Context: an optimization exercise on an open-source flow, tuned for small area and a short achievable clock period. The choices shown serve that exercise and are no tape-out recipe.
The RTL was checked by simulation tests, not by an equivalence proof against the original design.
Power is estimated from default activity; no workload was simulated.

==> flow/design.v (excerpt) <==
module kv_mem_block #(
  parameter int NUM_ENTRIES = 16,
  parameter int KEY_WIDTH   = 32,
  parameter int VALUE_WIDTH = 64
) (
  input  logic                               clk,
  input  logic                               rst_n,
  input  logic [KEY_WIDTH-1:0]               key_in,
  input  logic [VALUE_WIDTH-1:0]             value_in,
  input  logic                               select_in,
  input  logic                               write_in,
  input  logic                               delete_in,
  input  logic [NUM_ENTRIES-1:0]             idx_in,
  input  logic                               flush_in,
  output logic                               hit,
  output logic [NUM_ENTRIES-1:0]             hit_idx,
  output logic [VALUE_WIDTH-1:0]             value_out,
  output logic                               free_valid,
  output logic [NUM_ENTRIES-1:0]             free_idx,
  output logic [$clog2(NUM_ENTRIES+1)-1:0]   count,
  output logic                               busy,
  output logic                               err,
  output ctrl_types_pkg::kv_mem_state_e      dbg_state
);
==> module kv_lookup, before the edit <==
module kv_lookup #(
  parameter int W = 64
) (
  input  logic [15:0]     m_in,        
  input  logic [15:0]     mn_in,       
  input  logic [15:0]     isel_n_in,   
  input  logic            key_dis_in,
  input  logic [16*W-1:0] data_in,
  output logic [15:0]     sel_out,
  output logic            hit_out,     
  output logic [W-1:0]    data_out
);
  localparam int NS = 4;         
  localparam int SW = W / NS;    
  logic [3:0]  any_g;      
  logic [3:0]  blk_g;      
  logic [15:0] loc_n;      
  logic        kd_a0_n, a1_a2_n;
  for (genvar g = 0; g < 4; g++) begin : g_any
    kv_g_nand4 u_a (.a(mn_in[4*g]), .b(mn_in[4*g+1]), .c(mn_in[4*g+2]), .d(mn_in[4*g+3]),
                    .y(any_g[g]));
  end
  logic a1_n;
  assign blk_g[0] = key_dis_in;
  kv_g_or2   u_b1  (.a(key_dis_in), .b(any_g[0]), .y(blk_g[1]));
  kv_g_nor2  u_k0  (.a(key_dis_in), .b(any_g[0]), .y(kd_a0_n));
  kv_g_inv   u_a1n (.a(any_g[1]), .y(a1_n));
  kv_g_nand2 u_b2  (.a(kd_a0_n), .b(a1_n), .y(blk_g[2]));
  kv_g_nor2  u_a12 (.a(any_g[1]), .b(any_g[2]), .y(a1_a2_n));
  kv_g_nand2 u_b3  (.a(kd_a0_n), .b(a1_a2_n), .y(blk_g[3]));
  for (genvar g = 0; g < 4; g++) begin : g_loc
    assign loc_n[4*g] = mn_in[4*g];
    kv_g_nand2 u_l1 (.a(m_in[4*g+1]), .b(mn_in[4*g]), .y(loc_n[4*g+1]));
    kv_g_nand3 u_l2 (.a(m_in[4*g+2]), .b(mn_in[4*g]), .c(mn_in[4*g+1]), .y(loc_n[4*g+2]));
    kv_g_nand4 u_l3 (.a(m_in[4*g+3]), .b(mn_in[4*g]), .c(mn_in[4*g+1]), .d(mn_in[4*g+2]),
                     .y(loc_n[4*g+3]));
  end
  for (genvar i = 0; i < 16; i++) begin : g_sel
    kv_g_o21ai u_s (.a1(loc_n[i]), .a2(blk_g[i/4]), .b1(isel_n_in[i]), .y(sel_out[i]));
  end
  logic anym_n;
  logic [3:0] isel_any4;
  logic isel_none;
  kv_g_nor4 u_am (.a(any_g[0]), .b(any_g[1]), .c(any_g[2]), .d(any_g[3]), .y(anym_n));
  for (genvar g = 0; g < 4; g++) begin : g_isa
    kv_g_nand4 u_i (.a(isel_n_in[4*g]), .b(isel_n_in[4*g+1]), .c(isel_n_in[4*g+2]),
                    .d(isel_n_in[4*g+3]), .y(isel_any4[g]));
  end
  kv_g_nor4  u_in (.a(isel_any4[0]), .b(isel_any4[1]), .c(isel_any4[2]), .d(isel_any4[3]),
                   .y(isel_none));
  kv_g_o21ai u_hit (.a1(key_dis_in), .a2(anym_n), .b1(isel_none), .y(hit_out));
  logic kd_n;
  kv_g_inv u_kdn (.a(key_dis_in), .y(kd_n));
  logic [16*NS-1:0] lsel;      
  logic [4*NS-1:0]  gate;      
  for (genvar s = 0; s < NS; s++) begin : g_slice
    for (genvar i = 0; i < 16; i++) begin : g_cell
      kv_g_o21ai u_l (.a1(loc_n[i]), .a2(key_dis_in), .b1(isel_n_in[i]), .y(lsel[i*NS+s]));
    end
    assign gate[0*NS+s] = 1'b1;
    kv_g_nand2 u_g1 (.a(kd_n), .b(any_g[0]), .y(gate[1*NS+s]));
    kv_g_o21ai u_g2 (.a1(any_g[0]), .a2(any_g[1]), .b1(kd_n), .y(gate[2*NS+s]));
    kv_g_o31ai u_g3 (.a1(any_g[0]), .a2(any_g[1]), .a3(any_g[2]), .b1(kd_n),
                     .y(gate[3*NS+s]));
  end
  for (genvar b = 0; b < W; b++) begin : g_bit
    localparam int S = b / SW;
    logic [7:0] pr_n;
    logic [3:0] gv;
    logic [1:0] fin_n;
    for (genvar k = 0; k < 8; k++) begin : g_pair
      kv_g_a22oi u_p (.a1(lsel[(2*k)*NS + S]),   .a2(data_in[(2*k)*W + b]),
                      .b1(lsel[(2*k+1)*NS + S]), .b2(data_in[(2*k+1)*W + b]),
                      .y(pr_n[k]));
    end
    for (genvar g = 0; g < 4; g++) begin : g_grp
      kv_g_nand2 u_v (.a(pr_n[2*g]), .b(pr_n[2*g+1]), .y(gv[g]));
    end
    kv_g_a21oi u_f0 (.a1(gv[1]), .a2(gate[1*NS+S]), .b1(gv[0]), .y(fin_n[0]));
    kv_g_a22oi u_f1 (.a1(gv[2]), .a2(gate[2*NS+S]), .b1(gv[3]), .b2(gate[3*NS+S]),
                     .y(fin_n[1]));
    kv_g_nand2 u_o  (.a(fin_n[0]), .b(fin_n[1]), .y(data_out[b]));
  end
endmodule
==> flow/config.mk <==
export PLATFORM = sky130hd
export DESIGN_NAME = kv_mem_block
export DESIGN_NICKNAME = kv_mem_block
export VERILOG_FILES = /design/flow/design.v
export SDC_FILE = /design/flow/constraint.sdc
export NUM_CORES = 4
export LEC_CHECK = 0
export CAP_MARGIN = 10
export CORE_MARGIN = 2
export CORE_UTILIZATION = 40
export PLACE_DENSITY = 0.55
export SLEW_MARGIN = 10
export SYNTH_HIERARCHICAL = 1
==> flow/constraint.sdc <==
create_clock -name core_clock -period 14.0 [get_ports {clk}]
set_input_delay 2.8000 -clock core_clock [delete_from_list [all_inputs] [get_ports {clk}]]
set_output_delay 2.8000 -clock core_clock [all_outputs]
set_load 0.01 [all_outputs]
standard.sh (not shown) runs the stock make flow with config.mk's settings and CLKGATE_MAP_FILE= SYNTH_SCRIPT=/design/flow/synth_recipe.tcl, a recipe that flattens the netlist after the stock synthesis.
==> flow/flow/run.sh <==
#!/bin/bash
set -euo pipefail
cd "$(dirname "${BASH_SOURCE[0]}")/.."
source flow/knobs.sh
bash standard.sh "${KNOBS[@]}" finish > make_finish.log 2>&1
==> flow/flow/downsize.tcl <==
# Swap a few gate types that synthesis sized up for its fixed output load
# back to their smallest drive strength (same function and pins).
set swaps {
  sky130_fd_sc_hd__a22oi_2 sky130_fd_sc_hd__a22oi_1
  sky130_fd_sc_hd__nor3_2  sky130_fd_sc_hd__nor3_1
  sky130_fd_sc_hd__a21oi_2 sky130_fd_sc_hd__a21oi_1
  sky130_fd_sc_hd__o31ai_2 sky130_fd_sc_hd__o31ai_1
}
set n 0
foreach inst [[ord::get_db_block] getInsts] {
  set m [[$inst getMaster] getName]
  if { [dict exists $swaps $m] } {
    replace_cell [$inst getName] [dict get $swaps $m]
    incr n
  }
}
puts "downsize.tcl: resized $n instances"
==> flow/flow/knobs.sh <==
KNOBS=(
  "SETUP_SLACK_MARGIN=6"
  "BUFFER_PORTS_ARGS=-buffer_cell sky130_fd_sc_hd__buf_1"
  "CTS_ARGS=-sink_clustering_enable -repair_clock_nets -dont_use_dummy_load -sink_clustering_size 16 -sink_clustering_max_diameter 60 -buf_list {sky130_fd_sc_hd__clkbuf_4 sky130_fd_sc_hd__clkbuf_8}"
  "PRE_FLOORPLAN_TCL=$PWD/flow/downsize.tcl"
)
Change:
--- a/flow/design.v
+++ b/flow/design.v
@@ -95,9 +95,9 @@
   output logic [15:0]     sel_out,
   output logic            hit_out,     
   output logic [W-1:0]    data_out
 );
-  localparam int NS = 4;         
+  localparam int NS = 8;         
   localparam int SW = W / NS;    
   logic [3:0]  any_g;      
   logic [3:0]  blk_g;      
   logic [15:0] loc_n;      
What happened: Global-route usage is higher by 0.89 points; sequential share of layout area is lower by 1.8 points; power is higher slightly; non-clock buffer count is higher by 56; die area is higher slightly; combinational power is higher by about a fifth; worst setup slack got worse by 0.27 ns; worst hold slack hardly moves; utilization is higher by 0.90 points; clock skew is lower by 0.0065 ns.

## re-timing with driven ports
In the flow no input, the clock included, has a driving cell. The finished layouts below were timed again as built, in two steps. Step 1 sets driving cells, clkbuf_16 on the clock port and buf_2 on the other inputs (assumed; they add their load-dependent delay and slew). Step 2 moves the port delays by t, midway between the first and last clock arrival at a register: inputs arrive t later, outputs are due t later. That takes back most of the time a late clock gives input paths. a / b / c = ideal / step 1 / step 2; a / b = the first two.
| run | t (ns) | setup slack, ns | worst setup path at the end | worst data-port slew with drivers (ns) | pins driven straight from the clock port |
|---|---|---|---|---|---|
| the first run | 0.938 | 5.587 / 5.472 / 5.472 | input to output | 0.20 | 1 |
| the second run | 0.956 | 5.320 / 5.261 / 5.261 | input to output | 0.11 | 1 |
After both steps setup and hold are still met in every run listed. The setup slack of the first run, which loses most, moves by -0.115 ns with the drivers and by -0.115 ns with both steps.
